This is an optimization exercise on Yosys and OpenROAD, whose aim is small area and a short achievable clock period, not a production implementation. The RTL was checked by simulation tests, not by an equivalence proof against the original design.

## design.v

```verilog
module md_unit #(
    parameter int MUL_LAT = 5,
    parameter int DIV_LAT = 10
) (
    input  logic        clk,
    input  logic        resetn,
    input  logic        start,
    input  logic        valid,
    input  logic [2:0]  op,
    input  logic [31:0] A,
    input  logic [31:0] B,
    output logic        busy,
    output logic [31:0] HI,
    output logic [31:0] LO
);
    logic        busy_q;
    logic [3:0]  cnt_q;
    logic        isdiv_q;    
    logic        sgn_q;      
    logic        first_q;    
    logic        last_q;     
    logic        ybit_q;     
    logic        negq_q;     
    logic        negr_q;     
    logic        q31_q, q30_q;  
    logic        sb_q;       
    logic [31:0] hi_q, lo_q;
    logic [31:0] m_q;        
    logic [31:0] sh_q;       
    logic [34:0] acc_q;      
    logic fire, last;
    assign fire = start & valid & ~busy_q;
    assign last = busy_q & last_q;
    function automatic logic [35:0] rca35(input logic [34:0] a, input logic [34:0] b,
                                          input logic ci);
        logic c;
        logic [35:0] o;
        c = ci;
        for (int j = 0; j < 35; j++) begin
            o[j] = a[j] ^ b[j] ^ c;
            c    = (a[j] & b[j]) | (c & (a[j] ^ b[j]));
        end
        o[35] = c;
        rca35 = o;
    endfunction
    function automatic logic [36:0] bk_carry(input logic [35:0] g_in, input logic [35:0] p_in,
                                             input logic ci);
        logic [35:0] g, p;
        logic [36:0] c;
        g = g_in; p = p_in;
        g[0] = g[0] | (p[0] & ci);
        for (int l = 0; l < 6; l++)
            for (int j = 0; j < 36; j++)
                if ((j % (2 << l)) == (2 << l) - 1) begin
                    g[j] = g[j] | (p[j] & g[j - (1 << l)]);
                    p[j] = p[j] & p[j - (1 << l)];
                end
        for (int l = 4; l >= 0; l--)
            for (int j = 0; j < 36; j++)
                if (j >= (3 << l) - 1 && ((j + 1) % (2 << l)) == (1 << l)) begin
                    g[j] = g[j] | (p[j] & g[j - (1 << l)]);
                    p[j] = p[j] & p[j - (1 << l)];
                end
        c[0] = ci;
        for (int j = 0; j < 36; j++) c[j+1] = g[j];
        bk_carry = c;
    endfunction
    function automatic logic [31:0] cneg(input logic [31:0] x, input logic n);
        logic m;
        logic [31:0] o;
        m = 1'b0;
        for (int j = 0; j < 32; j++) begin
            o[j] = x[j] ^ m;
            m    = m | (n & x[j]);
        end
        cneg = o;
    endfunction
    logic [34:0] mx, mx2;
    assign mx  = {{3{sb_q}}, m_q};
    assign mx2 = {mx[33:0], 1'b0};
    function automatic logic [35:0] brow(input logic [34:0] acc, input logic [2:0] dig,
                                         input logic [34:0] x1, input logic [34:0] x2);
        logic one, two, neg;
        logic [34:0] pp;
        one = dig[0] ^ dig[1];
        two = (dig == 3'b011) | (dig == 3'b100);
        neg = dig[2] & ~(dig[1] & dig[0]);
        pp  = ((x1 & {35{one}}) | (x2 & {35{two}})) ^ {35{neg}};
        brow = rca35(acc, pp, neg);
    endfunction
    logic [34:0] macc [0:4];
    logic [31:0] msh  [0:4];
    logic        myb  [0:4];
    logic [32:0] mnext;
    always_comb begin
        macc[0] = {{3{acc_q[32]}}, acc_q[28:0], acc_q[31:29]};
        msh[0]  = sh_q;
        myb[0]  = ybit_q;
        for (int k = 0; k < 4; k++) begin
            logic [35:0] s;
            s         = brow(macc[k], {msh[k][1:0], myb[k]}, mx, mx2);
            macc[k+1] = {{2{s[34]}}, s[34:2]};
            msh[k+1]  = {s[1:0], msh[k][31:2]};
            myb[k+1]  = msh[k][1];
        end
    end
    assign mnext = macc[4][32:0];
    logic        sa, sb;
    logic [31:0] absa;
    logic [32:0] dneg;       
    logic        dcin;
    assign sa   = sgn_q & sh_q[31];
    assign sb   = sb_q;
    assign absa = cneg(sh_q, sa & first_q);    
    assign dneg = {1'b1, m_q};
    assign dcin = isdiv_q & ~sb;
    logic top1, dz, d1, d2, d3;
    assign top1 = &m_q[31:2];
    assign dz = top1 & ~sb & (m_q[1:0] == 2'd3);
    assign d1 = top1 & (m_q[1:0] == (sb ? 2'd3 : 2'd2));
    assign d2 = top1 & (m_q[1:0] == (sb ? 2'd2 : 2'd1));
    assign d3 = top1 & (m_q[1:0] == (sb ? 2'd1 : 2'd0));
    logic       q31, q30;
    logic       r1;
    logic [1:0] rr2, r2;
    always_comb begin
        q31 = dz | (d1 & absa[31]);
        r1  = absa[31] & ~d1;
        rr2 = {r1, absa[30]};
        q30 = dz | (d1 & (rr2 >= 2'd1)) | (d2 & (rr2 >= 2'd2)) | (d3 & (rr2 == 2'd3));
        r2  = dz ? rr2 : d1 ? (rr2 - 2'd1) & {2{q30}} | rr2 & {2{~q30}} :
              d2 ? (q30 ? rr2 - 2'd2 : rr2) : d3 ? (q30 ? 2'd0 : rr2) : rr2;
    end
    logic [31:0] drem [0:3];
    logic [2:0]  dq;
    logic [2:0]  dbit;
    assign drem[0] = acc_q[31:0] | {30'd0, r2 & {2{first_q}}};
    assign dbit    = isdiv_q ? absa[29:27] : acc_q[31:29];
    always_comb begin
        for (int k = 0; k < 3; k++) begin
            logic [32:0] rr;
            logic [33:0] t;
            logic [36:0] cy;
            logic        sel;
            rr        = {drem[k], dbit[2-k]};
            cy        = bk_carry({3'd0, rr & dneg}, {3'd0, rr ^ dneg}, dcin);
            t         = {cy[33], rr ^ dneg ^ cy[32:0]};
            sel       = isdiv_q ? t[33] : (k == 2) & ~sgn_q & ybit_q;
            dq[2-k]   = t[33];
            drem[k+1] = sel ? t[31:0] : rr[31:0];
        end
    end
    logic [31:0] quo;
    assign quo = {q31_q, q30_q, sh_q[26:0], dq};
    logic [31:0] res_hi, res_lo;
    always_comb begin
        res_hi = cneg(drem[3], negr_q);
        res_lo = isdiv_q ? cneg(quo, negq_q) : sh_q;
    end
    always_ff @(posedge clk or negedge resetn) begin
        if (!resetn) begin
            busy_q <= 1'b0;
            hi_q   <= '0;
            lo_q   <= '0;
        end else begin
            if (fire & ~op[2])
                busy_q <= 1'b1;
            else if (last)
                busy_q <= 1'b0;
            if (last) begin
                hi_q <= res_hi;
                lo_q <= res_lo;
            end else if (fire & (op == 3'd4)) begin
                hi_q <= A;
            end else if (fire & (op == 3'd5)) begin
                lo_q <= A;
            end
        end
    end
    always_ff @(posedge clk) begin
        if (!busy_q) begin
            cnt_q   <= op[1] ? 4'd9 : 4'd4;
            isdiv_q <= op[1];
            sgn_q   <= ~op[0];
            first_q <= 1'b1;
            last_q  <= 1'b0;
            m_q     <= B ^ {32{op[1] & ~(~op[0] & B[31])}};
            sb_q    <= ~op[0] & B[31];
            sh_q    <= A;
            acc_q   <= '0;
            ybit_q  <= 1'b0;
        end else begin
            cnt_q   <= cnt_q - 4'd1;
            first_q <= 1'b0;
            last_q  <= (cnt_q == 4'd1);
            if (first_q) begin
                negq_q <= (sa ^ sb) & ~dz;
                negr_q <= sa & isdiv_q;
                q31_q  <= q31;
                q30_q  <= q30;
            end
            if (!isdiv_q) begin
                acc_q  <= {{2{mnext[32]}}, mnext[32], mnext[2:0], mnext[31:3]};
                sh_q   <= msh[4];
                ybit_q <= myb[4];
            end else begin
                acc_q <= {3'd0, drem[3]};
                sh_q  <= {absa[28:0], dq};
            end
        end
    end
    assign busy = busy_q;
    assign HI   = hi_q;
    assign LO   = lo_q;
endmodule
```

## flow/run.sh

```bash
#!/bin/bash
set -euo pipefail
cat >> config.mk <<'EOF'
export BUFFER_PORTS_ARGS = -buffer_cell sky130_fd_sc_hd__buf_1
export CTS_ARGS = -sink_clustering_enable -repair_clock_nets -dont_use_dummy_load
EOF
bash standard.sh > standard.log 2>&1
```

## standard.sh

```bash
#!/bin/bash
# synth_recipe.tcl (not shown) runs the flow's synth.tcl, then flattens the netlist and writes it again
# the make line also repeats each setting of config.mk as NAME=value (left out here)
make -C /OpenROAD-flow-scripts/flow DESIGN_CONFIG=/design/flow/config.mk WORK_HOME=/design/flow/orfs CLKGATE_MAP_FILE= SYNTH_SCRIPT=/design/flow/synth_recipe.tcl "${@:-finish}"
```

## config.mk

```make
export PLATFORM = sky130hd
export DESIGN_NAME = md_unit
export DESIGN_NICKNAME = md_unit
export VERILOG_FILES = /design/flow/design.v
export SDC_FILE = /design/flow/constraint.sdc
export NUM_CORES = 4
export LEC_CHECK = 0
export ABC_AREA = 1
export CAP_MARGIN = 60
export CORE_MARGIN = 2
export CORE_UTILIZATION = 65
export PLACE_DENSITY = 0.75
export SLEW_MARGIN = 60
export BUFFER_PORTS_ARGS = -buffer_cell sky130_fd_sc_hd__buf_1
export CTS_ARGS = -sink_clustering_enable -repair_clock_nets -dont_use_dummy_load
```

## constraint.sdc

```tcl
create_clock -name core_clock -period 110.0 [get_ports {clk}]
set_input_delay 22.0000 -clock core_clock [delete_from_list [all_inputs] [get_ports {clk}]]
set_output_delay 22.0000 -clock core_clock [all_outputs]
set_load 0.01 [all_outputs]
```

==> results of run 1 <==
==> layout by cell type, fill, tap and decap left out, types with 8 or more instances in the layout <==
master     synthesis  final
nand3_2            8      8
fa_1             183    183
inv_2              8      8
nand4_4           12     12
or2_2             25     25
buf_1             12    134
nor2_1           169    166
o21ai_2            1      9
a31oi_1           61     61
dfxtp_1           72     72
inv_1            252    249
o21ai_0          211    188
o21ai_1            8     23
nand2_1          384    380
buf_4              2     28
nand2_2            9     10
nand4_1           29     29
nand3_1          135    135
clkinv_1          27     28
nor2_4            10     12
xor2_1           163    163
ha_1             104    104
a21o_1            13     13
a21oi_1          134    134
xnor2_1           63     63
clkbuf_16          0     17
dfrtp_1           65     64
edfxtp_1          39     39
o22ai_1          132    132
==> routing by layer <==
layer / part of all wire, % / vias to the layer above / routed length (um) / GRT usage (%)
met4: 6.8 / 2 / 4340 / 24.6
met5: 0.021 / - / 13 / 0
met2: 46 / 980 / 29400 / 65.4
met1: 38 / 8870 / 24000 / 50.5
li1: - / 8511 / - / -
met3: 8.8 / 219 / 5550 / 7.55
==> kinds of logic after synthesis <==
family | after synthesis | synth area share (%)
AND/OR/NAND/NOR | 802 | 18.9
buffers and inverters | 412 | 7.82
XOR/XNOR | 226 | 9.93
AO/OA/AOI/OAI | 596 | 17.0
flip-flops | 176 | 21.3
adder cells (fa/ha/maj) | 287 | 24.9
multiplexers | 4 | 0.201
==> state kept, by name, indices dropped and copies added, names as in the netlist <==
register  flops
acc_q        33
busy_q        1
cnt_q         4
first_q       1
hi_q         32
isdiv_q       1
last_q        1
lo_q         32
m_q          32
negq_q        1
negr_q        1
q30_q         1
q31_q         1
sb_q          1
sgn_q         1
sh_q         32
ybit_q        1
==> area by class of cell <==
type | count | area (um2)
Clock buffer | 17 | 425
Inverter | 287 | 1080
Timing Repair Buffer | 171 | 848
Multi-Input combinational cell | 1915 | 14200
Sequential cell | 176 | 4240
Tap cell | 396 | 495
Fill cell | 2553 | 9020
==> per-stage QoR <==
step	hold WS, ns	worst slack [ns]	instances
2_1_floorplan	0.409	86.73	2503
3_3_place_gp	0.440	86.20	2942
3_5_place_dp	0.436	86.14	2944
4_1_cts	0.456	86.59	2961
5_1_grt	0.486	86.21	2962
6_report	0.454	86.42	2962
==> final timing paths <==
check / from / end / slack (ns) / depth (start not counted)
worst max-delay path: op[1] / hi_q[15] / 86.42 / 10
worst min-delay path: last_q / busy_q / 0.45 / 1
worst max register to register: sh_q[0] / acc_q[28] / 88.47 / 53
worst min register to register: last_q / busy_q / 0.45 / 1
max in group asynchronous: resetn / busy_q / 88.01 / 2
min in group asynchronous: resetn / hi_q[23] / 21.59 / 2
==> results.txt, run 1 <==
CP peak stage delay=0.42 ns; htree depth=4; DRT antenna net count=0; Die ar.=32100 um2; EDFF count, synth=39; CTS Sinks=176; grt total ovfl=0; Die H=179 um; CTS buffer count=17; Mapped Cells=2503; CTS root buffer=clkbuf_16; RSZ-0062 raised after global routing=no; skew final=0.0209 ns; area leader, netlist=fa_1; Max Slew Vio Count=0; Routed Wire Length=63400 um; Async S/R FF share, synth=36.9%; post-synthesis register bit count=176; Vias=18600; CP Buf/Inv Count=6; part of the cycle the worst path needs=21.4%; wire per inst=21.4 um; sequential-to-total area share from yosys stat=21.3%; Nets=2926; Top FF cell, synth=dfxtp_1; port bufs=135; area of the mapped netlist=19900 um2; initial antenna violation count=1; clk buf depth=2; min Tclk post-route=23.58 ns; post-CTS setup repair buffer count=0; status=no timing/DRC/antenna violations; Worst Setup End Kind=register; Detailed Route Iter0 Violations=1769; crit path DAT=23.89 ns; Post-DP Area=20800 um2; ranking of synthesized cells by area=fa_1 18%, dfrtp_1 8.2%, dfxtp_1 7.2%; CP top delay family=buffers and inverters; Yosys cell types=58; worst-path maximum fanout=40; cts repair resizes=0; # hold bufs at CTS=0; CP required=110.31 ns; Hold Vio Cnt, Final=0; Residual DRC=0; synthesized area per cell=7.96 um2; Final Core Density=70.3%; global-route usage over all layers=40.5%; layout cells sized above 1=6.31%; Clk Latency, worst-skew pair=0.45 ns; first-pass GRT wire length=98700 um; crit path launch type=input port; number of antenna diodes=0; Initial Utilization=65.7%; vias per cell=6.27; First-pass DRT Iterations=6; CP Class=in2reg; crit-path cells=buf_1 > inv_1 > nand4_1 > inv_1 > nor2_1 > buf_4 > clkinv_1 > buf_4 > nor2_1 > a31oi_1; CTS tree=done; top cell type's share of synthesized area=18.4%; Syn Nets=2861; Crit-path slowest cell=buf_4; Ys Warns=5; count of final setup violators=0; clock-pin slew on the worst setup and hold paths=0.07 ns; Core ar.=30300 um2; commonest cells in the netlist=384 x nand2_1, 252 x inv_1, 211 x o21ai_0; slew of the pin with the lowest slew margin=0.609 ns; largest net degree at the start of global routing=83; I/O pin count=136; Relative slew margins=59.0%; Max-Cap Viols=0; Setup TNS=0 ns; count leader, synth=nand2_1; die width=179 um; Hold Crit Class=reg2reg; f_max=42.4 MHz; dpl hpwl=48600 um; fin area=21300 um2; Rows=64; area growth from synthesis to layout=7.02%; vias in the first global route=17900; GPL Wtd Cong=0.996
==> inputs of run 2 (changes only) <==
--- a/design.v
+++ b/design.v
@@ -22,7 +22,6 @@
     logic        ybit_q;     
     logic        negq_q;     
     logic        negr_q;     
-    logic        q31_q, q30_q;  
     logic        sb_q;       
     logic [31:0] hi_q, lo_q;
     logic [31:0] m_q;        
@@ -111,7 +110,7 @@
     logic        dcin;
     assign sa   = sgn_q & sh_q[31];
     assign sb   = sb_q;
-    assign absa = cneg(sh_q, sa & first_q);    
+    assign absa = cneg(sh_q, sa);
     assign dneg = {1'b1, m_q};
     assign dcin = isdiv_q & ~sb;
     logic top1, dz, d1, d2, d3;
@@ -135,7 +134,7 @@
     logic [2:0]  dq;
     logic [2:0]  dbit;
     assign drem[0] = acc_q[31:0] | {30'd0, r2 & {2{first_q}}};
-    assign dbit    = isdiv_q ? absa[29:27] : acc_q[31:29];
+    assign dbit    = !isdiv_q ? acc_q[31:29] : first_q ? absa[29:27] : sh_q[31:29];
     always_comb begin
         for (int k = 0; k < 3; k++) begin
             logic [32:0] rr;
@@ -151,7 +150,7 @@
         end
     end
     logic [31:0] quo;
-    assign quo = {q31_q, q30_q, sh_q[26:0], dq};
+    assign quo = {sh_q[28:0], dq};
     logic [31:0] res_hi, res_lo;
     always_comb begin
         res_hi = cneg(drem[3], negr_q);
@@ -196,8 +195,6 @@
             if (first_q) begin
                 negq_q <= (sa ^ sb) & ~dz;
                 negr_q <= sa & isdiv_q;
-                q31_q  <= q31;
-                q30_q  <= q30;
             end
             if (!isdiv_q) begin
                 acc_q  <= {{2{mnext[32]}}, mnext[32], mnext[2:0], mnext[31:3]};
@@ -205,7 +202,7 @@
                 ybit_q <= myb[4];
             end else begin
                 acc_q <= {3'd0, drem[3]};
-                sh_q  <= {absa[28:0], dq};
+                sh_q  <= first_q ? {absa[26:0], q31, q30, dq} : {sh_q[28:0], dq};
             end
         end
     end
==> run 2 against run 1 <==
  * Largest cell class unchanged
  * Die area rose by 1.7%
  * Global-route usage shrank 2.3 points
  * Synthesized area rose by 1.7%
  * Critical path type unchanged
==> results.txt, run 2 <==
area leader, netlist=fa_1; sequential-to-total area share from yosys stat=20.6% (-0.66 points); CP required=110.34 ns (+0.03 ns); Mapped Cells=2519 (+0.64%); pre-CTS setup slack=86.06 ns (-0.0710 ns); part of the cycle the worst path needs=21.3% (-0.18 points); CP peak stage delay=0.53 ns (+0.11 ns); Hold Crit Class=reg2reg; Worst Setup End Kind=register; min Tclk post-route=23.38 ns (-0.196 ns); skew final=0.0251 ns (+0.00417 ns); Max Slew Vio Count=0 (unchanged); port bufs=135 (unchanged); crit path launch type=input port; Routed Wire Length=61400 um (-3.1%); worst-path maximum fanout=54 (+35%); area growth from synthesis to layout=5.88%; number of antenna diodes=0 (unchanged); Nets=2935 (+0.31%); count of final setup violators=0 (unchanged); CTS buffer count=17 (unchanged); Residual DRC=0 (unchanged); Max-Cap Viols=0 (unchanged); f_max=42.8 MHz (+0.84%); clock-pin slew on the worst setup and hold paths=0.06 ns (about the same); FF+latch area=4180 um2 (-1.4%); Syn Nets=2877 (+0.56%); GPL Wtd Cong=0.962 (-3.5%); Rows=64 (unchanged); die width=181 um (+0.85%); Top FF cell, synth=dfxtp_1; status=no timing/DRC/antenna violations; RSZ-0062 raised after global routing=no; fin area=21500 um2 (+0.66%); I/O pin count=136 (unchanged); largest net degree at the start of global routing=77 (-7.2%); CTS Sinks=174 (-1.1%); Clk Latency, worst-skew pair=0.46 ns (about the same); CTS tree=done; Die ar.=32600 um2 (+1.7%); synthesized area per cell=8.05 um2 (+1.1%); vias in the first global route=18500 (+3.7%); Detailed Route Iter0 Violations=2046 (+16%); dpl hpwl=45800 um (-5.7%); CP Class=in2reg; vias per cell=6.33 (+0.84%); count leader, synth=nand2_1; DRT antenna net count=0 (unchanged); post-CTS setup repair buffer count=0 (unchanged); post-synthesis register bit count=174 (-1.1%); Most flops, register=acc_q; first-pass GRT wire length=99000 um (+0.27%); initial antenna violation count=0 (-1); Relative slew margins=59.0% (about the same); Ys Warns=5 (unchanged); layout cells sized above 1=7.46% (+1.1 points); crit-path cells=buf_1 > nor4_1 > nor2_1 > clkinv_1 > buf_6 > nand2_1 > o22a_1; First-pass DRT Iterations=6 (unchanged); Vias=18800 (+1.1%); Initial Utilization=66.1% (+0.45 points); commonest non-fill, non-tap cell in the layout=nand2_1; top cell type's share of synthesized area=18.1% (-0.32 points); EDFF count, synth=37 (-5.1%); ranking of synthesized cells by area=fa_1 18%, dfrtp_1 8.0%, nand2_1 7.8%; Post-DP Area=20900 um2 (+0.43%); cts repair resizes=0 (unchanged); area of the mapped netlist=20300 um2 (+1.7%); grt total ovfl=0 (unchanged); FILL cells=2570 (+0.67%); crit path DAT=23.72 ns (-0.17 ns); Crit-path slowest cell=nor4_1; CTS root buffer=clkbuf_16; Yosys cell types=70 (+21%); Cells after DPL=2951 (+0.24%); area of the multi-input gates=14400 um2 (+1.3%); wire per inst=20.7 um (-3.3%); commonest cells in the netlist=419 x nand2_1, 230 x inv_1, 195 x o21ai_0; final non-filler cell total=2971 (+0.30%); Async S/R FF share, synth=37.4% (+0.42 points); max reg flops=33 (unchanged); final worst-path setup slack=86.62 ns (+0.196 ns); Die H=181 um (+0.85%); Setup TNS=0 ns (unchanged); clk buf depth=2 (unchanged); Core ar.=30700 um2 (+1.1%); htree depth=4 (unchanged); # hold bufs at CTS=0 (unchanged); Hold Vio Cnt, Final=0 (unchanged); slew of the pin with the lowest slew margin=0.610 ns (+0.00160 ns); most frequent cells in the layout=417 x nand2_1, 227 x inv_1, 183 x fa_1; global-route usage over all layers=38.2% (-2.3 points)
run 2: changes by cell type in the layout (fill, tap and decap cells not counted), sizes merged, moves of 4 or more:
cell    delta
nand3     -51
a21oi     +30
nand4     -12
xor2       +9
clkinv     -4
or2        -4
nand2     +39
o211ai    +18
nor2       -5
o21ai     -10
inv        -7
o31ai      +5
run 2: worst max-delay path: cells and delay by family:
family                 cells  cell delay, ns
and+or+nand+nor            3            0.83
buffers and inverters      3            0.66
AOI/OAI and AO/OA          1            0.19
run 2: worst paths after layout:
path / from / to / slack [ns] / cells after the start
max: op[1] / hi_q[4] / 86.62 / 7
min: cnt_q[3] / last_q / 0.44 / 1
max reg2reg: sh_q[0] / acc_q[28] / 88.46 / 51
min reg2reg: cnt_q[3] / last_q / 0.44 / 1
max in group asynchronous: resetn / hi_q[24] / 88.02 / 3
min in group asynchronous: resetn / hi_q[14] / 21.46 / 2
run 2: kinds of logic after synthesis:
family | after synthesis | synth area share (%)
AO/OA/AOI/OAI | 636 | 18.1
XOR/XNOR | 235 | 10.2
adder cells (fa/ha/maj) | 287 | 24.5
buffers and inverters | 410 | 8.72
flip-flops | 174 | 20.6
multiplexers | 5 | 0.247
AND/OR/NAND/NOR | 772 | 17.7
run 2: cell type report:
class	instances	area share, %
sequential	174	19.5
timing repair buffer	171	4.00
tap	396	2.31
multi-input combinational	1935	67.2
inverter	278	5.05
clock buffer	17	1.98
run 2: through the flow:
stage / hold WS (ns) / util (%)
2_1_floorplan: 0.409 / -
3_3_place_gp: 0.424 / 68.1
3_5_place_dp: 0.442 / 68.3
4_1_cts: 0.451 / 69.7
5_1_grt: 0.474 / 70.0
6_report: 0.445 / 70.0
run 2: per-layer routing:
metal	GRT usage (%)	up-vias	share of wire [%]
li1	-	8543	-
met1	48.8	9028	38
met2	63.5	992	48
met3	6.49	232	8.8
met4	18.0	0	5.5
met5	0	-	0
==> inputs of run 3 (changes only) <==
==> flow/run.sh (replaced) <==
#!/bin/bash
set -euo pipefail
here=$(pwd)
cat >> config.mk <<EOF
export BUFFER_PORTS_ARGS = -inputs -buffer_cell sky130_fd_sc_hd__buf_2
export PRE_GLOBAL_PLACE_TCL = $here/flow/outbuf.tcl
export CTS_ARGS = -sink_clustering_enable -repair_clock_nets -dont_use_dummy_load
EOF
bash standard.sh > standard.log 2>&1
==> flow/outbuf.tcl (new file) <==
buffer_ports -outputs -buffer_cell sky130_fd_sc_hd__buf_1
--- a/config.mk
+++ b/config.mk
@@ -11,5 +11,6 @@
 export CORE_UTILIZATION = 65
 export PLACE_DENSITY = 0.75
 export SLEW_MARGIN = 60
-export BUFFER_PORTS_ARGS = -buffer_cell sky130_fd_sc_hd__buf_1
+export BUFFER_PORTS_ARGS = -inputs -buffer_cell sky130_fd_sc_hd__buf_2
+export PRE_GLOBAL_PLACE_TCL = /design/flow/flow/outbuf.tcl
 export CTS_ARGS = -sink_clustering_enable -repair_clock_nets -dont_use_dummy_load
==> run 3 against run 2 <==
  * Fmax rose by 0.42%
  * Still clean on timing, DRC and antenna
  * Core utilization decreased by 0.48 points
  * Global-route usage decreased by 0.43 points
  * Synthesized area did not move
  * Critical path depth unchanged
  * Largest cell class unchanged
  * Worst hold slack improved by 0.012 ns
  * First-iteration DRC count fell by 22%
  * Cell area fell by 0.68%
  * Routed wire length down 1.4%
==> results.txt, run 3 <==
status=no timing/DRC/antenna violations; Vias=18300 (-2.5%); CTS root buffer=clkbuf_16; Setup TNS=0 ns (unchanged); Routed Wire Length=60600 um (-1.4%); Rows=64 (unchanged); Most flops, register=acc_q; Die H=181 um (unchanged); Nets=2876 (-2.0%); port bufs=135 (unchanged); layout cells sized above 1=10.6% (+3.1 points); Worst Setup End Kind=register; Yosys cell types=70 (unchanged); part of the cycle the worst path needs=21.2% (-0.088 points); CP Class=in2reg; EDFF count, synth=37 (unchanged); first-pass GRT wire length=97300 um (-1.7%); Hold Vio Cnt, Final=0 (unchanged); max reg flops=33 (unchanged); commonest cells in the netlist=419 x nand2_1, 230 x inv_1, 195 x o21ai_0; Relative slew margins=59.7% (+0.69 points); CTS buffer count=17 (unchanged); global-route usage over all layers=37.8% (-0.43 points); clock-pin slew on the worst setup and hold paths=0.07 ns (about the same); grt total ovfl=0 (unchanged); r2r setup slk=88.51 ns (+0.05 ns); Syn Nets=2877 (unchanged); # hold bufs at CTS=0 (unchanged); Ys Warns=5 (unchanged); Mapped Cells=2519 (unchanged); sequential-to-total area share from yosys stat=20.6% (unchanged); vias in the first global route=18300 (-1.5%); most frequent cells in the layout=418 x nand2_1, 226 x inv_1, 183 x fa_1; Residual DRC=0 (unchanged); dpl hpwl=46000 um (+0.48%); Async S/R FF share, synth=37.4% (unchanged); ranking of synthesized cells by area=fa_1 18%, dfrtp_1 8.0%, nand2_1 7.8%; area leader, netlist=fa_1; f_max=42.9 MHz (+0.42%); Max Slew Vio Count=0 (unchanged); htree depth=4 (unchanged); slew of the pin with the lowest slew margin=0.598 ns (-0.0126 ns); initial antenna violation count=0 (unchanged); worst-path maximum fanout=55 (+1.9%); CP peak stage delay=0.47 ns (-0.06 ns); number of antenna diodes=0 (unchanged); CTS Sinks=174 (unchanged); Top FF cell, synth=dfxtp_1; skew final=0.0224 ns (-0.00268 ns); Hold Crit Class=reg2reg; min Tclk post-route=23.28 ns (-0.0967 ns); vias per cell=6.29 (-0.57%); count of final setup violators=0 (unchanged); top cell type's share of synthesized area=18.1% (unchanged); CP required=110.35 ns (about the same); Core ar.=30700 um2 (unchanged); GPL Wtd Cong=0.937 (-2.6%); I/O pin count=136 (unchanged); Die ar.=32600 um2 (unchanged); Crit-path slowest cell=nor4_1; Fin Hold WS=0.457 ns (+0.0120 ns); clk buf depth=2 (unchanged); count leader, synth=nand2_1; cts repair resizes=0 (unchanged); crit path launch type=input port; wire per inst=20.8 um (+0.60%); post-CTS setup repair buffer count=0 (unchanged); area of the mapped netlist=20300 um2 (unchanged); Initial Utilization=66.1% (unchanged); RSZ-0062 raised after global routing=no; CP top delay family=simple AND/OR/NAND/NOR gates; synthesized area per cell=8.05 um2 (unchanged); Detailed Route Iter0 Violations=1605 (-22%); area growth from synthesis to layout=5.15%; DRT antenna net count=0 (unchanged); crit-path cells=buf_2 > nor4_1 > nor2_1 > clkinv_1 > buf_6 > nand2_1 > o22a_1; commonest non-fill, non-tap cell in the layout=nand2_1; crit path DAT=23.63 ns (-0.09 ns); Max-Cap Viols=0 (unchanged); largest net degree at the start of global routing=77 (unchanged); Clk Latency, worst-skew pair=0.47 ns (about the same); CTS tree=done; post-synthesis register bit count=174 (unchanged); First-pass DRT Iterations=6 (unchanged); CP Buf/Inv Count=3 (unchanged); die width=181 um (unchanged)
run 3: final timing paths:
| kind | start | endpoint | depth (start not counted) |
|---|---|---|---|
| hold / removal | last_q | busy_q | 1 |
| max in group asynchronous | resetn | hi_q[24] | 2 |
| hold reg to reg | last_q | busy_q | 1 |
| setup / recovery | op[1] | hi_q[4] | 7 |
| min in group asynchronous | resetn | hi_q[14] | 2 |
| setup reg to reg | sh_q[0] | acc_q[28] | 51 |
run 3: cell families (layout without fill, tap and decap cells):
logic type / after synthesis / after routing / share of synthesized area, %
flops: 174 / 174 / 20.6
compound gates: 636 / 636 / 18.1
simple gates: 772 / 772 / 17.7
xor+xnor: 235 / 235 / 10.2
fa+ha+maj: 287 / 287 / 24.5
buf+inv: 410 / 407 / 8.72
mux: 5 / 5 / 0.247
run 3: area by class of cell:
class	instances	area, um2
well taps	396	495
inverters	278	1090
flip-flops and latches	174	4180
clock buffers	17	425
fillers	2578	9350
repair buffers	112	714
multi-input cells	1935	14400
run 3: stage by stage:
stage               util, %  cell area (um2)  setup WS (ns)  std cells
floorplan                 -            20300          86.54       2519
detailed placement     67.8            20800          86.10       2891
global placement       67.6            20700          86.26       2890
global route           69.5            21300          86.57       2912
finish                 69.5            21300          86.72       2912
CTS                    69.2            21200          86.57       2908
run 3: layer usage:
metal,global-route usage (%),routed length [um],vias up
met1,47.2,23500,8828
met2,61.7,28500,852
li1,-,-,8434
met5,0,0,-
met4,20.9,3480,0
met3,7.52,5060,202
==> inputs of run 4 (changes only) <==
--- a/design.v
+++ b/design.v
@@ -22,6 +22,7 @@
     logic        ybit_q;     
     logic        negq_q;     
     logic        negr_q;     
+    logic        q31_q, q30_q;  
     logic        sb_q;       
     logic [31:0] hi_q, lo_q;
     logic [31:0] m_q;        
@@ -110,7 +111,7 @@
     logic        dcin;
     assign sa   = sgn_q & sh_q[31];
     assign sb   = sb_q;
-    assign absa = cneg(sh_q, sa);
+    assign absa = cneg(sh_q, sa & first_q);    
     assign dneg = {1'b1, m_q};
     assign dcin = isdiv_q & ~sb;
     logic top1, dz, d1, d2, d3;
@@ -134,7 +135,7 @@
     logic [2:0]  dq;
     logic [2:0]  dbit;
     assign drem[0] = acc_q[31:0] | {30'd0, r2 & {2{first_q}}};
-    assign dbit    = !isdiv_q ? acc_q[31:29] : first_q ? absa[29:27] : sh_q[31:29];
+    assign dbit    = isdiv_q ? absa[29:27] : acc_q[31:29];
     always_comb begin
         for (int k = 0; k < 3; k++) begin
             logic [32:0] rr;
@@ -150,7 +151,7 @@
         end
     end
     logic [31:0] quo;
-    assign quo = {sh_q[28:0], dq};
+    assign quo = {q31_q, q30_q, sh_q[26:0], dq};
     logic [31:0] res_hi, res_lo;
     always_comb begin
         res_hi = cneg(drem[3], negr_q);
@@ -195,6 +196,8 @@
             if (first_q) begin
                 negq_q <= (sa ^ sb) & ~dz;
                 negr_q <= sa & isdiv_q;
+                q31_q  <= q31;
+                q30_q  <= q30;
             end
             if (!isdiv_q) begin
                 acc_q  <= {{2{mnext[32]}}, mnext[32], mnext[2:0], mnext[31:3]};
@@ -202,7 +205,7 @@
                 ybit_q <= myb[4];
             end else begin
                 acc_q <= {3'd0, drem[3]};
-                sh_q  <= first_q ? {absa[26:0], q31, q30, dq} : {sh_q[28:0], dq};
+                sh_q  <= {absa[28:0], dq};
             end
         end
     end
--- a/config.mk
+++ b/config.mk
@@ -6,11 +6,11 @@
 export NUM_CORES = 4
 export LEC_CHECK = 0
 export ABC_AREA = 1
-export CAP_MARGIN = 60
+export CAP_MARGIN = 55
 export CORE_MARGIN = 2
 export CORE_UTILIZATION = 65
 export PLACE_DENSITY = 0.75
-export SLEW_MARGIN = 60
+export SLEW_MARGIN = 55
 export BUFFER_PORTS_ARGS = -inputs -buffer_cell sky130_fd_sc_hd__buf_2
 export PRE_GLOBAL_PLACE_TCL = /design/flow/flow/outbuf.tcl
 export CTS_ARGS = -sink_clustering_enable -repair_clock_nets -dont_use_dummy_load
==> run 4 against run 3 <==
  * Synthesized cell count fell by 0.64%
  * Worst hold slack got worse by 0.0072 ns
  * Still clean
  * Critical endpoint unchanged
  * Routed wire length rose by 5.8%
  * Register-to-register slack got worse by 0.14 ns
==> results.txt, run 4 <==
htree depth=4 (unchanged); CTS Sinks=176 (+1.1%); synthesized area per cell=7.96 um2 (-1.1%); Mapped Cells=2503 (-0.64%); top cell type's share of synthesized area=18.4% (+0.32 points); Nets=2860 (-0.56%); largest net degree at the start of global routing=84 (+9.1%); sequential-to-total area share from yosys stat=21.3% (+0.66 points); FF+latch area=4240 um2 (+1.5%); first-pass GRT wire length=99300 um (+2.0%); min Tclk post-route=23.11 ns (-0.169 ns); fin area=21100 um2 (-1.1%); FILL cells=2555 (-0.89%); RR Endpoint=acc_q[28]; area growth from synthesis to layout=5.80%; Relative slew margins=54.2% (-5.5 points); Max Slew Vio Count=0 (unchanged); RSZ-0062 raised after global routing=no; Die H=179 um (-0.84%); pre-CTS setup slack=86.45 ns (+0.353 ns); area leader, netlist=fa_1; CTS tree=done; Setup TNS=0 ns (unchanged); commonest cells in the netlist=384 x nand2_1, 252 x inv_1, 211 x o21ai_0; Worst Setup End Kind=register; # hold bufs at CTS=0 (unchanged); clock-pin slew on the worst setup and hold paths=0.07 ns (about the same); post-synthesis register bit count=176 (+1.1%); die width=179 um (-0.84%); area of the mapped netlist=19900 um2 (-1.7%); count leader, synth=nand2_1; Post-DP Area=20600 um2 (-0.93%); r2r setup slk=88.37 ns (-0.14 ns); DRT antenna net count=0 (unchanged); global-route usage over all layers=40.9% (+3.1 points); ranking of synthesized cells by area=fa_1 18%, dfrtp_1 8.2%, dfxtp_1 7.2%; CP Class=in2reg; Cells after DPL=2877 (-0.48%); Max-Cap Viols=0 (unchanged); Yosys cell types=58 (-17%); vias per cell=6.37 (+1.2%); CTS buffer count=17 (unchanged); f_max=43.3 MHz (+0.73%); Core ar.=30300 um2 (-1.0%); layout cells sized above 1=8.92% (-1.7 points); Detailed Route Iter0 Violations=1778 (+11%); slew of the pin with the lowest slew margin=0.679 ns (+0.0815 ns); area of the multi-input gates=14200 um2 (-1.6%); Hold Vio Cnt, Final=0 (unchanged); Hold Crit Class=reg2reg; I/O pin count=136 (unchanged); max reg flops=33 (unchanged); wire per inst=22.1 um (+6.4%); vias in the first global route=17900 (-2.3%); r2r startpoint=sh_q[0]; Initial Utilization=65.7% (-0.45 points); status=no timing/DRC/antenna violations; part of the cycle the worst path needs=21.0% (-0.15 points); Ys Warns=5 (unchanged); worst-path maximum fanout=57 (+3.6%); count of final setup violators=0 (unchanged); skew final=0.0220 ns (-0.000375 ns); initial antenna violation count=0 (unchanged); final worst-path setup slack=86.89 ns (+0.169 ns); Routed Wire Length=64100 um (+5.8%); First-pass DRT Iterations=8 (+2); Clk Latency, worst-skew pair=0.47 ns (about the same); CTS root buffer=clkbuf_16; path depth of the worst reg2reg path=53 (+3.9%); Vias=18400 (+0.64%); EDFF count, synth=39 (+5.4%); Fin Hold WS=0.449 ns (-0.00720 ns); crit path DAT=23.45 ns (-0.18 ns); Worst Setup EP=hi_q[4]; commonest non-fill, non-tap cell in the layout=nand2_1; Rows=64 (unchanged); number of antenna diodes=0 (unchanged); post-CTS setup repair buffer count=0 (unchanged); Syn Nets=2861 (-0.56%); Die ar.=32100 um2 (-1.7%); CP required=110.33 ns (-0.02 ns); crit path launch type=input port; Crit. Startpoint=start; cts repair resizes=0 (unchanged); Most flops, register=acc_q; Final Core Density=69.5% (about the same); Async S/R FF share, synth=36.9% (-0.42 points); Top FF cell, synth=dfxtp_1; final non-filler cell total=2896 (-0.55%); grt total ovfl=0 (unchanged); most frequent cells in the layout=380 x nand2_1, 250 x inv_1, 192 x o21ai_0; Residual DRC=0 (unchanged); dpl hpwl=48900 um (+6.2%); GPL Wtd Cong=0.990 (+5.7%); port bufs=135 (unchanged); clk buf depth=2 (unchanged)
[run 4: kinds of logic (layout without fill, tap and decap cells)]
kind of cell             count (synthesis)  in the layout  synth area share, %
AO/OA/AOI/OAI                          596            596                 17.0
XOR/XNOR                               226            226                 9.93
adder cells (fa/ha/maj)                287            287                 24.9
buffers and inverters                  412            409                 7.82
flip-flops                             176            176                 21.3
multiplexers                             4              4                0.201
AND/OR/NAND/NOR                        802            802                 18.9
[run 4: worst min-delay path by stage]
stage / depth (start not counted) / slack (ns) / to / start
floorplan: 1 / 0.41 / last_q / cnt_q[3]
global placement: 1 / 0.44 / last_q / cnt_q[3]
detailed placement: 1 / 0.43 / last_q / cnt_q[3]
CTS: 1 / 0.46 / last_q / cnt_q[3]
global route: 1 / 0.49 / last_q / cnt_q[3]
finish: 1 / 0.45 / last_q / cnt_q[3]
[run 4: per-layer routing]
| metal | share of wire [%] | track usage, % | vias up |
|---|---|---|---|
| met5 | 0 | 0 | - |
| met3 | 9.4 | 7.65 | 222 |
| met4 | 7.5 | 27.8 | 0 |
| li1 | - | - | 8372 |
| met1 | 37 | 49.4 | 8878 |
| met2 | 46 | 66.4 | 962 |
[run 4: area by class of cell]
class / instances / share of cell area (%)
clock buffer: 17 / 2.02
inverter: 287 / 5.13
multi-input combinational: 1915 / 67.3
sequential: 176 / 20.1
tap: 396 / 2.35
timing repair buffer: 105 / 3.10
[run 4: critical path, stage by stage]
cell     delay, ns
buf_2         0.08
nand3_1       0.09
inv_1         0.11
nand4_1       0.08
inv_1         0.09
nor2_1        0.11
inv_1         0.10
buf_4         0.46
nand2_1       0.10
o22a_1        0.20
==> inputs of run 5 (changes only) <==
--- a/config.mk
+++ b/config.mk
@@ -6,11 +6,11 @@
 export NUM_CORES = 4
 export LEC_CHECK = 0
 export ABC_AREA = 1
-export CAP_MARGIN = 55
+export CAP_MARGIN = 66
 export CORE_MARGIN = 2
 export CORE_UTILIZATION = 65
 export PLACE_DENSITY = 0.75
-export SLEW_MARGIN = 55
+export SLEW_MARGIN = 66
 export BUFFER_PORTS_ARGS = -inputs -buffer_cell sky130_fd_sc_hd__buf_2
 export PRE_GLOBAL_PLACE_TCL = /design/flow/flow/outbuf.tcl
 export CTS_ARGS = -sink_clustering_enable -repair_clock_nets -dont_use_dummy_load
==> run 5 against run 4 <==
  * Die area unchanged
  * Worst hold slack worse by 0.0028 ns
  * Flip-flop and latch count did not move
  * Worst setup slack improved by 0.11 ns
  * Routed wire length about the same
  * Non-clock buffer count grew 6
  * Core utilization grew 0.68 points
  * Final cell count is 0.24% higher
  * Count of clock-buffer cells in the layout unchanged
  * Largest cell class unchanged
  * Synthesized cell count unchanged
  * Via count is 0.10% lower
==> results.txt, run 5 <==
Routed Wire Length=64100 um (about the same); Most flops, register=acc_q; min Tclk post-route=23.01 ns (-0.107 ns); commonest non-fill, non-tap cell in the layout=nand2_1; Clk Latency, worst-skew pair=0.46 ns (about the same); CP Class=reg2out; htree depth=4 (unchanged); count of final setup violators=0 (unchanged); max reg flops=33 (unchanged); pre-CTS setup slack=86.53 ns (+0.0837 ns); WP depth=0 (-10); sequential-to-total area share from yosys stat=21.3% (unchanged); Yosys cell types=58 (unchanged); DRT antenna net count=0 (unchanged); Hold Crit Class=reg2reg; commonest cells in the netlist=384 x nand2_1, 252 x inv_1, 211 x o21ai_0; CTS Sinks=176 (unchanged); Mapped Cells=2503 (unchanged); first-pass GRT wire length=98200 um (-1.1%); clock-pin slew on the worst setup and hold paths=0.07 ns (about the same); post-CTS setup repair buffer count=0 (unchanged); largest net degree at the start of global routing=75 (-11%); grt total ovfl=0 (unchanged); RR Endpoint=acc_q[28]; Async S/R FF share, synth=36.9% (unchanged); skew final=0.0206 ns (-0.00142 ns); CTS root buffer=clkbuf_16; Hold Vio Cnt, Final=0 (unchanged); area growth from synthesis to layout=6.84%; r2r setup slk=88.42 ns (+0.05 ns); CP required=88.00 ns (-22.33 ns); status=no timing/DRC/antenna violations; crit path DAT=1.01 ns (-22.44 ns); I/O pin count=136 (unchanged); cts repair resizes=0 (unchanged); clk buf depth=2 (unchanged); Vias=18400 (-0.10%); Core ar.=30300 um2 (unchanged); Die ar.=32100 um2 (unchanged); slew of the pin with the lowest slew margin=0.513 ns (-0.166 ns); global-route usage over all layers=40.5% (-0.38 points); most frequent cells in the layout=380 x nand2_1, 248 x inv_1, 183 x fa_1; area of the mapped netlist=19900 um2 (unchanged); path depth of the worst reg2reg path=53 (unchanged); Worst Setup End Kind=output port; GPL Wtd Cong=0.990 (unchanged); hold path start=cnt_q[3]; Residual DRC=0 (unchanged); Setup TNS=0 ns (unchanged); Nets=2866 (+0.21%); worst hold path stage count=1 (unchanged); Cells after DPL=2881 (+0.14%); layout cells sized above 1=9.86% (+0.94 points); Initial Utilization=65.7% (unchanged); synthesized area per cell=7.96 um2 (unchanged); die width=179 um (unchanged); Endpoint, Worst Hold=last_q; vias per cell=6.34 (-0.34%); area leader, netlist=fa_1; Top FF cell, synth=dfxtp_1; count leader, synth=nand2_1; Syn Nets=2861 (unchanged); top cell type's share of synthesized area=18.4% (unchanged); dpl hpwl=49300 um (+0.96%); CTS tree=done; Rows=64 (unchanged); First-pass DRT Iterations=6 (-2); Max Slew Vio Count=0 (unchanged); f_max=43.5 MHz (+0.47%); Final Core Density=70.1% (+0.68 points); Die H=179 um (unchanged); Max-Cap Viols=0 (unchanged); initial antenna violation count=0 (unchanged); vias in the first global route=17800 (-0.15%); crit path launch type=register; Detailed Route Iter0 Violations=1603 (-9.8%); part of the cycle the worst path needs=20.9% (-0.098 points); final non-filler cell total=2903 (+0.24%); Relative slew margins=65.4% (+11 points); worst-path maximum fanout=2 (-96%); EDFF count, synth=39 (unchanged); # hold bufs at CTS=0 (unchanged); Ys Warns=5 (unchanged); wire per inst=22.1 um (-0.20%); CTS buffer count=17 (unchanged); ranking of synthesized cells by area=fa_1 18%, dfrtp_1 8.2%, dfxtp_1 7.2%; r2r startpoint=sh_q[0]; final worst-path setup slack=86.99 ns (+0.107 ns); RSZ-0062 raised after global routing=no; port bufs=135 (unchanged); post-synthesis register bit count=176 (unchanged)
run 5: cell count changes in the layout (fill, tap and decap cells not counted), sizes merged:
cell and delta:
diode +1, buf +7, clkbuf -1
run 5: layout make-up:
type                    count  area (um2)
fillers                  2565        9060
flip-flops and latches    176        4240
clock buffers              17         425
multi-input cells        1915       14300
repair buffers            111         772
well taps                 396         495
inverters                 287        1090
diodes                      1        2.50
run 5: kinds of logic after synthesis:
logic type	Yosys count	share of synthesized area, %
AND/OR/NAND/NOR	802	18.9
buffers and inverters	412	7.82
multiplexers	4	0.201
flip-flops	176	21.3
XOR/XNOR	226	9.93
adder cells (fa/ha/maj)	287	24.9
AO/OA/AOI/OAI	596	17.0
run 5: metal layers:
| metal | GRT usage (%) | share of wire [%] |
|---|---|---|
| met5 | 0 | 0 |
| met2 | 65.7 | 46 |
| met3 | 9.31 | 9.2 |
| met4 | 27.2 | 7.5 |
| met1 | 48.0 | 37 |
run 5: through the flow:
step	area, um2	hold slack [ns]
after floorplan	19900	0.409
after global placement	20600	0.439
after detailed placement	20800	0.433
after CTS	21200	0.455
after global routing	21300	0.488
final	21300	0.447
run 5: worst max-delay path by stage:
stage / start / end
final: hi_q[18] / HI[18]
after global routing: op[1] / hi_q[26]
after CTS: op[1] / hi_q[4]
after detailed placement: op[1] / hi_q[4]
after global placement: start / lo_q[18]
after floorplan: valid / hi_q[30]
==> inputs of run 6 (changes only) <==
--- a/config.mk
+++ b/config.mk
@@ -6,11 +6,11 @@
 export NUM_CORES = 4
 export LEC_CHECK = 0
 export ABC_AREA = 1
-export CAP_MARGIN = 66
+export CAP_MARGIN = 60
 export CORE_MARGIN = 2
 export CORE_UTILIZATION = 65
 export PLACE_DENSITY = 0.75
-export SLEW_MARGIN = 66
+export SLEW_MARGIN = 60
 export BUFFER_PORTS_ARGS = -inputs -buffer_cell sky130_fd_sc_hd__buf_2
 export PRE_GLOBAL_PLACE_TCL = /design/flow/flow/outbuf.tcl
 export CTS_ARGS = -sink_clustering_enable -repair_clock_nets -dont_use_dummy_load
==> run 6 against run 5 <==
  * Synthesized cell count unchanged
  * Clock skew decreased by 0.0011 ns
  * Critical path type unchanged
  * Sequential share of layout area increased by 0.12 points
  * First-iteration DRC count decreased by 1.8%
==> results.txt, run 6 <==
area of the mapped netlist=19900 um2 (unchanged); Max Slew Vio Count=0 (unchanged); Detailed Route Iter0 Violations=1574 (-1.8%); Clk Latency, worst-skew pair=0.46 ns (about the same); top cell type's share of synthesized area=18.4% (unchanged); Vias=18400 (-0.29%); Yosys cell types=58 (unchanged); I/O pin count=136 (unchanged); most frequent cells in the layout=380 x nand2_1, 250 x inv_1, 189 x o21ai_0; CP Class=reg2out; f_max=43.4 MHz (about the same); path depth of the worst reg2reg path=53 (unchanged); cts repair resizes=0 (unchanged); EDFF count, synth=39 (unchanged); crit path launch type=register; RR Endpoint=acc_q[28]; commonest cells in the netlist=384 x nand2_1, 252 x inv_1, 211 x o21ai_0; die width=179 um (unchanged); CP required=88.00 ns (about the same); Endpoint, Worst Hold=last_q; largest net degree at the start of global routing=84 (+12%); grt total ovfl=0 (unchanged); DRT antenna net count=0 (unchanged); Syn Nets=2861 (unchanged); Mapped Cells=2503 (unchanged); Max-Cap Viols=0 (unchanged); Rows=64 (unchanged); Worst Setup End Kind=output port; post-CTS setup repair buffer count=0 (unchanged); final worst-path setup slack=86.98 ns (-0.0146 ns); Routed Wire Length=64100 um (about the same); Initial Utilization=65.7% (unchanged); # hold bufs at CTS=0 (unchanged); part of the cycle the worst path needs=20.9% (about the same); sequential-to-total area share from yosys stat=21.3% (unchanged); number of antenna diodes=0 (-1); area leader, netlist=fa_1; area growth from synthesis to layout=6.19%; count of final setup violators=0 (unchanged); post-synthesis register bit count=176 (unchanged); Die ar.=32100 um2 (unchanged); fin area=21200 um2 (-0.61%); Ys Warns=5 (unchanged); Hold Vio Cnt, Final=0 (unchanged); First-pass DRT Iterations=5 (-1); dpl hpwl=49000 um (-0.73%); CTS Sinks=176 (unchanged); htree depth=4 (unchanged); wire per inst=22.1 um (+0.22%); Nets=2861 (-0.17%); Relative slew margins=54.8% (-11 points); worst-path maximum fanout=2 (unchanged); GPL Wtd Cong=0.990 (unchanged); layout cells sized above 1=9.20% (-0.66 points); status=no timing/DRC/antenna violations; CTS buffer count=17 (unchanged); Residual DRC=0 (unchanged); RSZ-0062 raised after global routing=no; Crit. Startpoint=hi_q[29]; Top FF cell, synth=dfxtp_1; skew final=0.0195 ns (-0.00109 ns); hold path start=cnt_q[3]; max reg flops=33 (unchanged); clk buf depth=2 (unchanged); count leader, synth=nand2_1; Setup TNS=0 ns (unchanged); initial antenna violation count=1 (+1); r2r setup slk=88.45 ns (+0.03 ns); commonest non-fill, non-tap cell in the layout=nand2_1; Core ar.=30300 um2 (unchanged); Async S/R FF share, synth=36.9% (unchanged); min Tclk post-route=23.02 ns (+0.0146 ns); Fin Hold WS=0.448 ns (+0.00144 ns); slew of the pin with the lowest slew margin=0.671 ns (+0.158 ns); Most flops, register=acc_q; first-pass GRT wire length=98700 um (+0.56%); CTS tree=done; vias in the first global route=17700 (-0.66%); global-route usage over all layers=40.9% (+0.37 points); worst hold path stage count=1 (unchanged); r2r startpoint=sh_q[0]; Hold Crit Class=reg2reg; synthesized area per cell=7.96 um2 (unchanged); crit path DAT=1.02 ns (about the same); port bufs=135 (unchanged); clock-pin slew on the worst setup and hold paths=0.07 ns (about the same); Die H=179 um (unchanged); Post-DP Area=20700 um2 (-0.54%); CTS root buffer=clkbuf_16; pre-CTS setup slack=86.46 ns (-0.0709 ns); ranking of synthesized cells by area=fa_1 18%, dfrtp_1 8.2%, dfxtp_1 7.2%; vias per cell=6.34 (about the same)
## run 6: cell counts after synthesis
No cell type changed its count.
## run 6: worst max path at each step
stage / cells after the start / to / slack, ns
floorplan: 10 / hi_q[30] / 86.73
global placement: 8 / lo_q[18] / 86.20
detailed placement: 10 / hi_q[4] / 86.46
CTS: 10 / hi_q[4] / 86.93
global route: 9 / hi_q[26] / 86.80
finish: 0 / HI[29] / 86.98
## run 6: layout make-up
type / count / area (um2)
multi-input combinational: 1915 / 14200
tap: 396 / 495
clock buffer: 17 / 425
fill: 2554 / 9190
sequential: 176 / 4240
inverter: 287 / 1080
timing repair buffer: 106 / 691
## run 6: metrics by stage
stage | utilization, % | cells
floorplan | - | 2503
global route | 69.7 | 2897
finish | 69.7 | 2897
global placement | 67.8 | 2877
CTS | 69.5 | 2896
detailed placement | 68.1 | 2879
## run 6: cell families after synthesis
family	count (synthesis)	share of synthesized area, %
flip-flops	176	21.3
AO/OA/AOI/OAI	596	17.0
adder cells (fa/ha/maj)	287	24.9
multiplexers	4	0.201
AND/OR/NAND/NOR	802	18.9
XOR/XNOR	226	9.93
buffers and inverters	412	7.82
## run 6: metal layers
| layer | GRT usage (%) | vias to the layer above | share of wire (%) |
|---|---|---|---|
| met4 | 27.1 | 2 | 7.4 |
| met1 | 48.7 | 8819 | 37 |
| li1 | - | 8385 | - |
| met2 | 66.0 | 949 | 46 |
| met5 | 0 | - | 0.022 |
| met3 | 9.61 | 207 | 9.1 |
==> inputs of run 7 (changes only) <==
==> flow/run.sh (replaced) <==
#!/bin/bash
set -euo pipefail
here=$(pwd)
cat >> config.mk <<EOF
export BUFFER_PORTS_ARGS = -inputs -buffer_cell sky130_fd_sc_hd__buf_2
export PRE_GLOBAL_PLACE_TCL = $here/flow/outbuf.tcl
export CTS_ARGS = -sink_clustering_enable -repair_clock_nets -dont_use_dummy_load -sink_clustering_size 30 -sink_clustering_max_diameter 100
EOF
bash standard.sh > standard.log 2>&1
--- a/config.mk
+++ b/config.mk
@@ -13,4 +13,4 @@
 export SLEW_MARGIN = 60
 export BUFFER_PORTS_ARGS = -inputs -buffer_cell sky130_fd_sc_hd__buf_2
 export PRE_GLOBAL_PLACE_TCL = /design/flow/flow/outbuf.tcl
-export CTS_ARGS = -sink_clustering_enable -repair_clock_nets -dont_use_dummy_load
+export CTS_ARGS = -sink_clustering_enable -repair_clock_nets -dont_use_dummy_load -sink_clustering_size 30 -sink_clustering_max_diameter 100
==> run 7 against run 6 <==
  * Global-route usage stayed put
  * Critical endpoint unchanged
  * Core utilization stayed put
  * Register-to-register slack hardly changed
  * Non-clock buffer count stayed put
==> results.txt, run 7 <==
count leader, synth=nand2_1; crit path launch type=register; max reg flops=33 (unchanged); initial antenna violation count=1 (unchanged); Max Slew Vio Count=0 (unchanged); slew of the pin with the lowest slew margin=0.671 ns (unchanged); worst hold path stage count=1 (unchanged); Vias=18400 (unchanged); crit path DAT=1.02 ns (about the same); Endpoint, Worst Hold=last_q; Core ar.=30300 um2 (unchanged); Detailed Route Iter0 Violations=1574 (unchanged); area of the mapped netlist=19900 um2 (unchanged); min Tclk post-route=23.02 ns (unchanged); I/O pin count=136 (unchanged); Top FF cell, synth=dfxtp_1; Cells after DPL=2879 (unchanged); Async S/R FF share, synth=36.9% (unchanged); final non-filler cell total=2897 (unchanged); CP Class=reg2out; Rows=64 (unchanged); synthesized area per cell=7.96 um2 (unchanged); global-route usage over all layers=40.9% (unchanged); top cell type's share of synthesized area=18.4% (unchanged); cts repair resizes=0 (unchanged); r2r startpoint=sh_q[0]; skew final=0.0195 ns (unchanged); Most flops, register=acc_q; grt total ovfl=0 (unchanged); worst-path maximum fanout=2 (unchanged); dpl hpwl=49000 um (unchanged); Hold Vio Cnt, Final=0 (unchanged); Die H=179 um (unchanged); count of final setup violators=0 (unchanged); Yosys cell types=58 (unchanged); met3 Usage GRT=9.61% (unchanged); commonest non-fill, non-tap cell in the layout=nand2_1; post-CTS setup repair buffer count=0 (unchanged); CTS Sinks=176 (unchanged); Post-DP Area=20700 um2 (unchanged); port bufs=135 (unchanged); Final Core Density=69.7% (unchanged); status=no timing/DRC/antenna violations; Die ar.=32100 um2 (unchanged); RSZ-0062 raised after global routing=no; EDFF count, synth=39 (unchanged); layout cells sized above 1=9.20% (unchanged); part of the cycle the worst path needs=20.9% (unchanged); DRT antenna net count=0 (unchanged); Setup TNS=0 ns (unchanged); Ys Warns=5 (unchanged); f_max=43.4 MHz (unchanged); Mapped Cells=2503 (unchanged); clk buf depth=2 (unchanged); post-synthesis register bit count=176 (unchanged); Worst Setup End Kind=output port; commonest cells in the netlist=384 x nand2_1, 252 x inv_1, 211 x o21ai_0; largest net degree at the start of global routing=84 (unchanged); Relative slew margins=54.8% (unchanged); path depth of the worst reg2reg path=53 (unchanged); area growth from synthesis to layout=6.19% (unchanged); CP required=88.00 ns (about the same); First-pass DRT Iterations=5 (unchanged); Hold Crit Class=reg2reg; number of antenna diodes=0 (unchanged); Initial Utilization=65.7% (unchanged); Clk Latency, worst-skew pair=0.46 ns (about the same); sequential-to-total area share from yosys stat=21.3% (unchanged); fin area=21200 um2 (unchanged); first-pass GRT wire length=98700 um (unchanged); Nets=2861 (unchanged); wire per inst=22.1 um (unchanged); Syn Nets=2861 (unchanged); met2 usage=66.0% (unchanged); hold path start=cnt_q[3]; Routed Wire Length=64100 um (unchanged); CTS root buffer=clkbuf_16; area leader, netlist=fa_1; most frequent cells in the layout=380 x nand2_1, 250 x inv_1, 189 x o21ai_0; # hold bufs at CTS=0 (unchanged); CTS buffer count=17 (unchanged); GPL Wtd Cong=0.990 (unchanged); met1 Resource Use GR=48.7% (unchanged); Residual DRC=0 (unchanged); RR Endpoint=acc_q[28]; clock-pin slew on the worst setup and hold paths=0.07 ns (about the same); die width=179 um (unchanged); Max-Cap Viols=0 (unchanged); vias in the first global route=17700 (unchanged); ranking of synthesized cells by area=fa_1 18%, dfrtp_1 8.2%, dfxtp_1 7.2%; CTS tree=done; vias per cell=6.34 (unchanged); gr busiest metal=met2; htree depth=4 (unchanged); r2r setup slk=88.45 ns (about the same)
-- run 7: cell counts after synthesis --
No cell type changed its count.
-- run 7: per-stage QoR --
stage	worst slack, ns	hold WS [ns]
final	86.98	0.448
after global routing	86.80	0.488
after CTS	86.93	0.454
after detailed placement	86.46	0.433
after global placement	86.20	0.439
after floorplan	86.73	0.409
-- run 7: area by class of cell --
class	instances	area, um2
well taps	396	495
flip-flops and latches	176	4240
clock buffers	17	425
inverters	287	1080
repair buffers	106	691
fillers	2554	9190
multi-input cells	1915	14200
-- run 7: worst max path at each step --
stage,startpoint,endpoint,slack (ns),cells past startpoint
finish,hi_q[29],HI[29],86.98,0
detailed placement,start,hi_q[4],86.46,10
floorplan,valid,hi_q[30],86.73,10
global placement,start,lo_q[18],86.20,8
global route,op[1],hi_q[26],86.80,9
CTS,start,hi_q[4],86.93,10
-- run 7: per-layer routing --
layer  vias to the layer above  part of all wire, %
met3                       207                  9.1
met1                      8819                   37
li1                       8385                    -
met4                         2                  7.4
met5                         -                0.022
met2                       949                   46
-- run 7: cell families (layout without fill, tap and decap cells) --
logic type,count (synthesis),count (layout),share of synthesized area [%]
fa+ha+maj,287,287,24.9
flops,176,176,21.3
compound gates,596,596,17.0
xor+xnor,226,226,9.93
simple gates,802,802,18.9
buf+inv,412,410,7.82
mux,4,4,0.201

[re-timing with driven ports]
Ports are ideal in the flow. The routed layouts listed here were re-timed in OpenROAD.
Step 1 sets driving cells, clkbuf_16 on the clock port and buf_2 on the other inputs (assumed; they add their load-dependent delay and slew).
Step 2 moves the port delays by t, midway between the first and last clock arrival at a register: inputs arrive t later, outputs are due t later. That takes back most of the time a late clock gives input paths.
Three values: no drivers, after step 1, after step 2; two values: the first two.
run	shift t [ns]	setup WS [ns]	slew at the worst register clock pin (ns)
run 1	0.495	86.424 / 86.454 / 85.959	0.08 / 0.08
run 2	0.506	86.620 / 86.651 / 86.145	0.08 / 0.08
run 3	0.512	86.717 / 86.750 / 86.239	0.07 / 0.07
run 4	0.510	86.885 / 86.913 / 86.403	0.08 / 0.08
run 5	0.502	86.993 / 86.937 / 86.591	0.07 / 0.07
run 6	0.508	86.978 / 86.922 / 86.510	0.07 / 0.07
run 7	0.508	86.978 / 86.922 / 86.510	0.07 / 0.07
After both steps every run listed still meets setup and hold. The setup slack of run 4, which loses most, moves by +0.028 ns with the drivers and by -0.482 ns with both steps.
